Source: an optimization exercise on an open RTL-to-GDS flow (aim: small area, a short achievable clock period and few clock cycles). Production flows keep margins and buffers that such runs may drop. The RTL was checked by simulation tests, not by an equivalence proof against the original design.

## fu_mul_pipe
module fu_mul_pipe #(
  parameter int XLEN  = 32,
  parameter int TAG_W = 4
) (
  input  logic             clk,
  input  logic             rst,
  input  logic             flush,
  input  logic             in_valid,
  output logic             in_ready,
  input  logic [1:0]       op,
  input  logic [XLEN-1:0]  a,
  input  logic [XLEN-1:0]  b,
  input  logic [TAG_W-1:0] tag,
  output logic             out_valid,
  input  logic             out_ready,
  output logic [XLEN-1:0]  res,
  output logic [TAG_W-1:0] out_tag,
  output logic             busy
);
  localparam int NS = 2;
  logic               stall, en;
  logic [NS-1:0]      v_q, hi_q;
  logic [TAG_W-1:0]   tag_q [NS];
  logic [2*XLEN-1:0]  prod;
  logic               out_valid_q;
  logic               out_nvalid_q;       
  logic [XLEN-1:0]    res_q;
  logic [TAG_W-1:0]   out_tag_q;
  assign stall    = out_valid_q & ~out_ready;
  assign en       = ~stall;
  assign in_ready = (out_nvalid_q | out_ready) & ~flush;
  always_ff @(posedge clk or posedge rst)
    if (rst) begin
      v_q          <= '0;
      out_valid_q  <= 1'b0;
      out_nvalid_q <= 1'b1;
    end else if (flush) begin
      v_q          <= '0;
      out_valid_q  <= 1'b0;
      out_nvalid_q <= 1'b1;
  ...
clock: 9.0 ns
lec_check: 0
cap_margin: 20
core_margin: 2
core_utilization: 60
setup_slack_margin: 5.0
slew_margin: 20
synth_hierarchical: 1
synth_minimum_keep_size: 0
standard.sh (not shown) runs the stock make flow with config.mk's settings and CLKGATE_MAP_FILE= SYNTH_SCRIPT=/design/flow/synth_recipe.tcl, a recipe that flattens the netlist after the stock synthesis.
==> flow/flow/run.sh <==
#!/bin/bash
set -euo pipefail
export BUFFER_PORTS_ARGS="-buffer_cell sky130_fd_sc_hd__buf_1"
bash standard.sh SETUP_SLACK_MARGIN=5.1 finish > make.log 2>&1
Testbench counts at the start, summed over its fixed seeds: cycles 12,241.
Change:
CTS_CLUSTER_DIAMETER = 140   (was default)
CTS_CLUSTER_SIZE = 24   (was default)
Result: The changed run completed without violations. Synthesized area does not change. Cell area is lower by a few percent. Global-route usage fell by 0.47 points. Non-clock buffer count falls by 2. Synthesized cell count does not change.
Change:
==> flow/flow/run.sh (replaced) <==
#!/bin/bash
# The standard layout (standard.sh: ORFS from synthesis to the final layout), with one change:
# the port buffers that global placement inserts are sky130_fd_sc_hd__buf_1 cells rather than
# the default pick, clkdlybuf4s50_1, which is larger and slower. Timing repair still resizes them.
# make's full output is in make.log here; each ORFS step's own log is under orfs/logs/.
set -euo pipefail
export BUFFER_PORTS_ARGS="-buffer_cell sky130_fd_sc_hd__buf_1"
bash standard.sh finish > make.log 2>&1
CTS_CLUSTER_DIAMETER = default   (was 140)
CTS_CLUSTER_SIZE = default   (was 24)
Result: The new run passed the timing, DRC and antenna checks. Design area goes up by about 1.1%. Clock skew goes down by 0.017 ns. Register-to-register slack got worse by 0.11 ns. Routed wire length goes up by about 0.8%. Utilization goes up by 0.73 points.
Change:
==> flow/run.sh (new file) <==
#!/bin/bash
# synth_recipe.tcl (not shown) runs the flow's synth.tcl, then flattens the netlist and writes it again
# the make line also repeats each setting of config.mk as NAME=value (left out here)
make -C /OpenROAD-flow-scripts/flow DESIGN_CONFIG=/design/flow/config.mk WORK_HOME=/design/flow/orfs CLKGATE_MAP_FILE= SYNTH_SCRIPT=/design/flow/synth_recipe.tcl finish
CTS_BUF_LIST = sky130_fd_sc_hd__clkbuf_4 sky130_fd_sc_hd__clkbuf_8   (was default)
removed: flow/flow/run.sh
removed: flow/standard.sh
Effect: The changed run produced a clean layout; non-clock buffer count rose by 1; sequential share of layout area went down by 0.36 points; worst hold slack degrades by 0.0043 ns; clock-buffer cell count rises by 28; via count is lower by 0.79%; fmax is about the same; final cell count went up by 0.92%.

alpha:
Starting RTL as in the previous note.
Settings: LEC_CHECK=0, CAP_MARGIN=20, CORE_MARGIN=2, CORE_UTILIZATION=60, SETUP_SLACK_MARGIN=5.0, SLEW_MARGIN=20, SYNTH_HIERARCHICAL=1, SYNTH_MINIMUM_KEEP_SIZE=0; clock period 9.0 ns.
run.sh (not shown) runs the stock make flow with config.mk's settings and CLKGATE_MAP_FILE= SYNTH_SCRIPT=/design/flow/synth_recipe.tcl, a recipe that flattens the netlist after the stock synthesis.
Stock flow here: none of the scripts above is used.
Testbench counts of alpha, summed over its fixed seeds: cycles 12,241.
#### Input delta (gamma over alpha)
Settings: an added CTS_CLUSTER_SIZE of 20; an added CTS_CLUSTER_DIAMETER of 140.
==> flow/flow/run.sh (new file) <==
#!/bin/bash
set -euo pipefail
export BUFFER_PORTS_ARGS="-buffer_cell sky130_fd_sc_hd__buf_1"
bash standard.sh SETUP_SLACK_MARGIN=5.1 finish > make.log 2>&1
==> flow/standard.sh (new file) <==
#!/bin/bash
# synth_recipe.tcl (not shown) runs the flow's synth.tcl, then flattens the netlist and writes it again
# the make line also repeats each setting of config.mk as NAME=value (left out here)
make -C /OpenROAD-flow-scripts/flow DESIGN_CONFIG=/design/flow/config.mk WORK_HOME=/design/flow/orfs CLKGATE_MAP_FILE= SYNTH_SCRIPT=/design/flow/synth_recipe.tcl "${@:-finish}"
removed: flow/run.sh
==> results.txt <==
- gamma reached the final stage; the timing, DRC and antenna checks on its layout passed.
- gamma against alpha: met2 track demand over resource in global routing climbed 0.62 points, proportion of layout cells with a drive suffix above 1 dropped 0.72 points.
- Summary of gamma over alpha: worst hold slack saw an increase, portion of the clock cycle consumed by the worst path in the final layout dropped 0.80 points.
- The depth of the most critical reg-to-reg path of gamma is higher than that of alpha.

Starting RTL as in the previous note.
export LEC_CHECK = 0
export CAP_MARGIN = 20
export CORE_MARGIN = 2
export CORE_UTILIZATION = 60
export SETUP_SLACK_MARGIN = 5.0
export SLEW_MARGIN = 20
export SYNTH_HIERARCHICAL = 1
export SYNTH_MINIMUM_KEEP_SIZE = 0
create_clock -name core_clock -period 9.0 [get_ports {clk}]
standard.sh (not shown) runs the stock make flow with config.mk's settings and CLKGATE_MAP_FILE= SYNTH_SCRIPT=/design/flow/synth_recipe.tcl, a recipe that flattens the netlist after the stock synthesis.
==> flow/flow/run.sh <==
#!/bin/bash
set -euo pipefail
export BUFFER_PORTS_ARGS="-buffer_cell sky130_fd_sc_hd__buf_1"
bash standard.sh SETUP_SLACK_MARGIN=5.2 finish > make.log 2>&1
The starting point passed the timing, DRC and antenna checks.
Testbench counts at the start, summed over its fixed seeds: cycles 12,241.
Next try:
==> flow/flow/run.sh (replaced) <==
#!/bin/bash
set -euo pipefail
export BUFFER_PORTS_ARGS="-buffer_cell sky130_fd_sc_hd__buf_1"
bash standard.sh SETUP_SLACK_MARGIN=5.1 finish > make.log 2>&1
- CTS_CLUSTER_DIAMETER: not set -> 120
- CTS_CLUSTER_SIZE: not set -> 30
Result: The changed run produced a clean layout; clock skew rises by 0.011 ns; cell area falls by 4.1%; register-to-register slack is worse by 0.05 ns.

[re-timing with driven ports]
No port has a modelled driver above. Below, the same layouts with a new extraction and two added sets of constraints. Step 1: set_driving_cell puts a clkbuf_16 on clk and a buf_2 on each other input, an assumption about the parent block. Step 2 adds t to the input delays and takes it off the output delays; t is the mean of the earliest and latest rising clock arrival at the registers after step 1. Input paths then give back, and output paths get back, about the clock's delay inside the block. Slacks: ideal / step 1 / step 2; pairs: ideal / step 1.
run | t, ns | slack for setup (ns) | worst hold slack (ns) | worst setup path after step 2 | slew at the worst register clock pin (ns)
the first run of note 1 | 0.618 | 5.075 / 5.044 / 4.981 | 0.421 / 0.421 / 0.421 | input to register | 0.07 / 0.07
the second run of note 1 | 0.603 | 5.075 / 5.044 / 5.016 | 0.424 / 0.424 / 0.424 | input to register | 0.11 / 0.11
the third run of note 1 | 0.615 | 5.007 / 5.007 / 5.007 | 0.421 / 0.421 / 0.421 | register to register | 0.07 / 0.07
the fourth run of note 1 | 0.728 | 4.999 / 4.999 / 4.999 | 0.417 / 0.417 / 0.417 | register to register | 0.07 / 0.07
alpha | 0.627 | 5.003 / 5.003 / 5.003 | 0.418 / 0.418 / 0.418 | register to register | 0.07 / 0.07
gamma | 0.610 | 5.075 / 5.044 / 4.983 | 0.422 / 0.422 / 0.422 | input to register | 0.10 / 0.10
the first run of note 3 | 0.618 | 5.071 / 5.032 / 5.032 | 0.423 / 0.423 / 0.423 | input to output | 0.07 / 0.07
the second run of note 3 | 0.611 | 5.075 / 5.044 / 5.029 | 0.431 / 0.431 / 0.431 | input to register | 0.12 / 0.12
After both steps every run listed still meets setup and hold. For the first run of note 1, which loses most, drivers alone change the setup slack by -0.031 ns; drivers and shift together by -0.094 ns.
